Source: an optimization exercise on an open RTL-to-GDS flow (aim: small area, a short achievable clock period and few clock cycles per item). Production flows keep margins and buffers that such runs may drop.
Only simulation tests tie the RTL to the original design; equivalence was not proved.
No activity file was given, so power comes from the tool's default toggle rates.

## yuv2rgb_top
module yuv2rgb_top
(
	input logic CLOCK_50_I,
	input logic resetn,
	input logic in_valid,
	output logic in_ready,
	input logic [7:0] y,
	input logic [7:0] u,
	input logic [7:0] v,
	output logic out_valid,
	input logic out_ready,
	output logic [7:0] r,
	output logic [7:0] g,
	output logic [7:0] b
);
	logic a_valid, b_ready;
	logic [7:0] ya, ua, va;
	logic r_s, g_s, b_s, r_o, g_o, b_o;
	logic [7:0] r_c, g_c, b_c;
	logic rq_s, gq_s, bq_s, rq_o, gq_o, bq_o;
	logic [7:0] rq_c, gq_c, bq_c;
	assign b_ready = !out_valid || out_ready;
	assign in_ready = !a_valid || b_ready;
	always_ff @(posedge CLOCK_50_I or negedge resetn)
		if (!resetn) a_valid <= 1'b0;
		else if (in_ready) a_valid <= in_valid;
	always_ff @(posedge CLOCK_50_I)
		if (in_valid && in_ready) begin
			ya <= y; ua <= u; va <= v;
		end
	logic n1;
	assign n1 = ~ya[0] ^ va[2];
	logic n2;
	assign n2 = ~ya[0] | va[2];
	logic n3;
	logic n4;
	csa_fa nfa1 (.a(~ya[1]), .b(va[3]), .c(va[2]), .s(n3), .co(n4));
	logic n5;
	logic n6;
	csa_fa nfa2 (.a(va[4]), .b(va[3]), .c(va[0]), .s(n5), .co(n6));
	logic n7;
	logic n8;
  ...
export LEC_CHECK = 0
export ABC_CLOCK_PERIOD_IN_PS = 3500
export CAP_MARGIN = 20
export CORE_MARGIN = 2
export CORE_UTILIZATION = 40
export SETUP_SLACK_MARGIN = 4.5
export SLEW_MARGIN = 20
export SYNTH_HIERARCHICAL = 1
create_clock -name core_clock -period 8.0 [get_ports {CLOCK_50_I}]
run.sh (not shown) runs the stock make flow with config.mk's settings and CLKGATE_MAP_FILE= SYNTH_SCRIPT=/design/flow/synth_recipe.tcl, a recipe that flattens the netlist after the stock synthesis.
The baseline passed the timing, DRC and antenna checks.
Testbench counts at the start, summed over its fixed seeds: cycles 32,016, pixels 32,000.
Edit:
ABC_CLOCK_PERIOD_IN_PS = not set   (was 3500)
SETUP_SLACK_MARGIN = 3.0   (was 4.5)
Count of clock-buffer cells in the layout does not change.
Fmax goes down by about 10%.
Worst hold slack gets better by 0.0065 ns.
Combinational power fell by 19%.
Edit:
ABC_CLOCK_PERIOD_IN_PS = 3500   (was not set)
SETUP_SLACK_MARGIN = 4.0   (was 3.0)
=> The changed run passed the timing, DRC and antenna checks. Final cell count rose by 4.8%. Via count rose by 6.3%. Routed wire length rose by 5.2%. Final area rose by 9.4%. Sequential cell count stays the same. Setup slack gets better by 0.46 ns. Power rose by 19%. Die area does not change. Clock skew rose by 0.0056 ns. Non-clock buffer count rose by 50.
Edit:
ABC_CLOCK_PERIOD_IN_PS = 4000   (was 3500)
SETUP_SLACK_MARGIN = 3.5   (was 4.0)
First-iteration DRC count is higher by 20%.
Clock-buffer cell count is unchanged.
Synthesized cell count is unchanged.
Worst setup slack gains 0.034 ns.


yuv2rgb_top, a different RTL version from the one above (not shown whole).
Size in the first run: about 660 cells after synthesis, roughly 56 flip-flops.
clock: 8.0 ns
lec_check: 0
cap_margin: 20
core_margin: 2
core_utilization: 40
setup_slack_margin: 4.0
slew_margin: 20
synth_hierarchical: 1
The starting point ran to the end with no violations.
Testbench counts at the start, summed over its fixed seeds: cycles 32,016, pixels 32,000.
Next try:
--- a/flow/config.mk
+++ b/flow/config.mk
@@ -10,3 +10,2 @@
 export CORE_UTILIZATION = 40
-export SETUP_SLACK_MARGIN = 4.0
 export SLEW_MARGIN = 20
What happened:
- count of clock-buffer cells in the layout decreases by 1
- hold slack barely changes
- flip-flop and latch count stays the same


Another version of the RTL of yuv2rgb_top (not shown whole).
Size: roughly 700 cells after synthesis, roughly 54 I/O pins, ~8500 µm² of cells after synthesis.
clock: 8.0 ns
lec_check: 0
abc_clock_period_in_ps: 4000
cap_margin: 20
core_margin: 2
core_utilization: 40
setup_slack_margin: 3.5
slew_margin: 20
synth_hierarchical: 1
standard.sh (not shown) runs the stock make flow with config.mk's settings and CLKGATE_MAP_FILE= SYNTH_SCRIPT=/design/flow/synth_recipe.tcl, a recipe that flattens the netlist after the stock synthesis.
==> flow/flow/run.sh <==
#!/bin/bash
# The standard layout (standard.sh: ORFS synthesis to final layout), with one
# change: the buffers that buffer_ports puts on every input and output port are
# plain sky130_fd_sc_hd__buf_2 cells instead of the default (a slow delay
# buffer).  Every port still gets its own buffer; the resizer may resize them.
set -euo pipefail
bash standard.sh "BUFFER_PORTS_ARGS=-buffer_cell sky130_fd_sc_hd__buf_2" finish > flow_standard.log 2>&1
Testbench counts at the start, summed over its fixed seeds: cycles 32,016, pixels 32,000.
Change:
==> flow/run.sh (new file) <==
#!/bin/bash
# synth_recipe.tcl (not shown) runs the flow's synth.tcl, then flattens the netlist and writes it again
# the make line also repeats each setting of config.mk as NAME=value (left out here)
make -C /OpenROAD-flow-scripts/flow DESIGN_CONFIG=/design/flow/config.mk WORK_HOME=/design/flow/orfs CLKGATE_MAP_FILE= SYNTH_SCRIPT=/design/flow/synth_recipe.tcl finish
removed: flow/flow/run.sh
removed: flow/standard.sh
Wire length increases by about 1.4%.
Utilization increases by 1.0 points.
Synthesized area is unchanged.
Total power increases by 3.9%.
Hold slack got worse by 6.7 ps.
Via count decreases by 0.73%.


Setup of lane 1:
Another version of the RTL of yuv2rgb_top (not shown whole).
Size: roughly 930 cells after synthesis, ~54 I/O pins.
Settings: LEC_CHECK=0, CAP_MARGIN=20, CORE_MARGIN=2, CORE_UTILIZATION=60, PLACE_DENSITY=0.75, SETUP_SLACK_MARGIN=4.3, SLEW_MARGIN=20, SYNTH_HIERARCHICAL=1; clock period 8.0 ns.
==> flow/flow/run.sh <==
#!/bin/bash
# The standard layout (standard.sh: ORFS synthesis to final layout), with one
# change: the buffers that buffer_ports puts on every input and output port are
# plain sky130_fd_sc_hd__buf_1 cells instead of the default (a slow delay
# buffer).  Every port still gets its own buffer; the resizer may resize them.
set -euo pipefail
bash standard.sh "BUFFER_PORTS_ARGS=-buffer_cell sky130_fd_sc_hd__buf_1" finish > flow_standard.log 2>&1
Lane 1: all stages complete, timing, DRC and antenna checks passed
Testbench counts of lane 1, summed over its fixed seeds: cycles 32,016, pixels 32,000.
--- input diff lane 1..lane 2 ---
- PLACE_DENSITY no longer set, was 0.75
- CORE_UTILIZATION now 40, was 60
Findings:
Lane 2 completed every stage of the flow, and the final layout passed the timing, DRC and antenna checks.
Per the comparison of lane 2 with lane 1, number of tap cells added at floorplan higher; final-layout clock buffer total lower; sequential share of power higher.
Against lane 1, routed wire length in lane 2 came out better.
NOTE: final worst-path setup slack in lane 2 exceeds that of lane 1
Going from lane 1 to lane 2, clock network fraction of total power shrinks by 0.7 points.
Layout overhead on the synthesized area came out higher on lane 2 than on lane 1.
Violation count after the first detailed-route iteration (lane 2 vs. lane 1) decreases by more than 10%
Lane 2 vs lane 1 on final cycle utilization of the critical path: lane 2 is the lower one.
> inputs changed (lane 2 -> lane 3)
- setting CTS_BUF_LIST to sky130_fd_sc_hd__clkbuf_4 sky130_fd_sc_hd__clkbuf_8 for the first time
Notes after the runs:
In terms of total number of vias, lane 2 and lane 3 differ only marginally. In lane 3 relative to lane 2, cell area after layout had gone down slightly. Summary of lane 3 over lane 2: number of nets in the finished design essentially unchanged; signal arrival time at the worst endpoint has increased. Between lane 2 and lane 3, the number of cells in the finished layout apart from fillers figures differ only marginally. Of lane 3 and lane 2, lane 2 shows the lower final clock period utilization by the worst path, with lane 3 above it. Summary: with lane 2 as the reference, non-clock buffer count in lane 3 moved down slightly.
diff inputs: lane 3 => lane 4
- a deleted CTS_BUF_LIST that had been sky130_fd_sc_hd__clkbuf_4 sky130_fd_sc_hd__clkbuf_8
- a change of SETUP_SLACK_MARGIN from 4.3 to 4.2
[summary]
Fraction of layout cells with a size suffix above 1: lane 4 vs lane 3 down 3.1 points
| wire length of the first global-routing pass | lower: lane 3 |
Summary: with lane 3 as the reference, met1 routed wirelength after detailed routing in lane 4 moved down slightly.
Lane 4: layout buffering overhead excluding clock cells lower than lane 3
Taking lane 3 as the reference, in lane 4 sequential power ~0 delta; switching power -1.6%.
Lane 3 → lane 4: growth of design area from synthesis to finish decreased by 2.2 points relative to the old numbers; clock latency on the worst-skew pair moved down.
Lane 4: post-route clock period utilization 0.90 points above lane 3


Another version of the RTL of yuv2rgb_top (not shown whole).
For scale: roughly 950 cells after synthesis, roughly 71 flip-flops, ~54 I/O pins.
Design yuv2rgb_top, start of the top module:
module yuv2rgb_top
(
	input logic CLOCK_50_I,
	input logic resetn,
	input logic in_valid,
	output logic in_ready,
	input logic [7:0] y,
	input logic [7:0] u,
	input logic [7:0] v,
	output logic out_valid,
	input logic out_ready,
	output logic [7:0] r,
	output logic [7:0] g,
	output logic [7:0] b
);
clock: 8.0 ns
lec_check: 0
cap_margin: 20
core_margin: 2
core_utilization: 40
setup_slack_margin: 4.35
slew_margin: 20
synth_hierarchical: 1
tns_end_percent: 0
Scripts as last shown in full above: flow/flow/run.sh
The first run finished clean.
Testbench counts at the start, summed over its fixed seeds: cycles 32,016, pixels 32,000.
Edit:
--- a/flow/config.mk
+++ b/flow/config.mk
@@ -6,9 +6,9 @@
 export NUM_CORES = 4
 export LEC_CHECK = 0
+export ABC_AREA = 1
 export CAP_MARGIN = 20
 export CORE_MARGIN = 2
 export CORE_UTILIZATION = 40
-export SETUP_SLACK_MARGIN = 4.35
+export SETUP_SLACK_MARGIN = 4.3
 export SLEW_MARGIN = 20
 export SYNTH_HIERARCHICAL = 1
-export TNS_END_PERCENT = 0
Total power falls by 9.2%.
First-iteration DRC count rises by 88%.
Wire length rises by 22%.
Worst hold slack gains 0.033 ns.
Edit:
--- a/flow/config.mk
+++ b/flow/config.mk
@@ -6,9 +6,8 @@
 export NUM_CORES = 4
 export LEC_CHECK = 0
-export ABC_AREA = 1
 export CAP_MARGIN = 20
 export CORE_MARGIN = 2
 export CORE_UTILIZATION = 40
-export SETUP_SLACK_MARGIN = 4.3
+export SETUP_SLACK_MARGIN = 4.35
 export SLEW_MARGIN = 20
 export SYNTH_HIERARCHICAL = 1
After rerunning:
- area after synthesis goes down by 11%
- critical path depth came out lower by 10
- power climbs by 14%
- setup slack improved by 0.062 ns
- clock skew stays flat
- wire length is lower by 12%
- combinational power rose by 14%
Edit:
--- a/flow/config.mk
+++ b/flow/config.mk
@@ -12,2 +12,3 @@
 export SLEW_MARGIN = 20
 export SYNTH_HIERARCHICAL = 1
+export TNS_END_PERCENT = 5
The new run passed the timing, DRC and antenna checks.
Synthesized cell count is unchanged.
Core utilization goes down by 1.1 points.
Non-clock buffer count shrinks by 8.
Cell count goes down by 0.66%.
Edit:
--- a/flow/config.mk
+++ b/flow/config.mk
@@ -9,6 +9,5 @@
 export CORE_MARGIN = 2
 export CORE_UTILIZATION = 40
-export SETUP_SLACK_MARGIN = 4.35
+export SETUP_SLACK_MARGIN = 4.3
 export SLEW_MARGIN = 20
 export SYNTH_HIERARCHICAL = 1
-export TNS_END_PERCENT = 5
Result: The new run went through all stages and came out clean; power rises by 0.65%; final area rises by 0.94%; setup slack improved by 0.030 ns.

## re-timing with driven ports
The flow's constraints put no driver on any port. The routed layouts listed below were extracted and timed again, unchanged, in two steps.
Step 1 assumes that a clkbuf_16 drives the clock port and a buf_2 every other input.
Step 2 also shifts input and output timing later by t, the mid clock arrival at the registers, as if the neighbouring blocks saw the same clock.
Three values: ideal, step 1, step 2; two values: the first two.
| run | t (ns) | setup slack, ns | worst register clock-pin slew, ns |
|---|---|---|---|
| the first run of note 1 | 0.355 | 3.615 / 3.615 / 3.615 | 0.09 / 0.09 |
| the second run of note 1 | 0.356 | 3.139 / 3.139 / 3.139 | 0.09 / 0.09 |
| the third run of note 1 | 0.357 | 3.596 / 3.596 / 3.596 | 0.09 / 0.09 |
| the fourth run of note 1 | 0.361 | 3.629 / 3.605 / 3.605 | 0.09 / 0.09 |
| the first run of note 2 | 0.344 | 3.699 / 3.699 / 3.699 | 0.08 / 0.08 |
| the second run of note 2 | 0.354 | 2.922 / 2.922 / 2.922 | 0.08 / 0.08 |
| the first run of note 3 | 0.390 | 3.689 / 3.689 / 3.348 | 0.06 / 0.06 |
| the second run of note 3 | 0.392 | 3.630 / 3.607 / 3.300 | 0.06 / 0.06 |
| lane 1 | 0.392 | 4.357 / 4.353 / 3.962 | 0.07 / 0.07 |
| lane 2 | 0.386 | 4.373 / 4.354 / 3.985 | 0.06 / 0.06 |
| lane 3 | 0.402 | 4.323 / 4.316 / 3.914 | 0.09 / 0.09 |
| lane 4 | 0.391 | 4.251 / 4.275 / 3.884 | 0.07 / 0.07 |
| the first run of note 5 | 0.398 | 4.344 / 4.348 / 3.970 | 0.07 / 0.07 |
| the second run of note 5 | 0.384 | 4.318 / 4.316 / 3.932 | 0.07 / 0.07 |
| the third run of note 5 | 0.393 | 4.380 / 4.355 / 4.015 | 0.07 / 0.07 |
| the fourth run of note 5 | 0.398 | 4.344 / 4.348 / 3.970 | 0.07 / 0.07 |
| the fifth run of note 5 | 0.392 | 4.373 / 4.349 / 3.981 | 0.07 / 0.07 |
After both steps every run listed still meets setup and hold. For lane 3, which loses most, drivers alone change the setup slack by -0.007 ns; drivers and shift together by -0.409 ns.
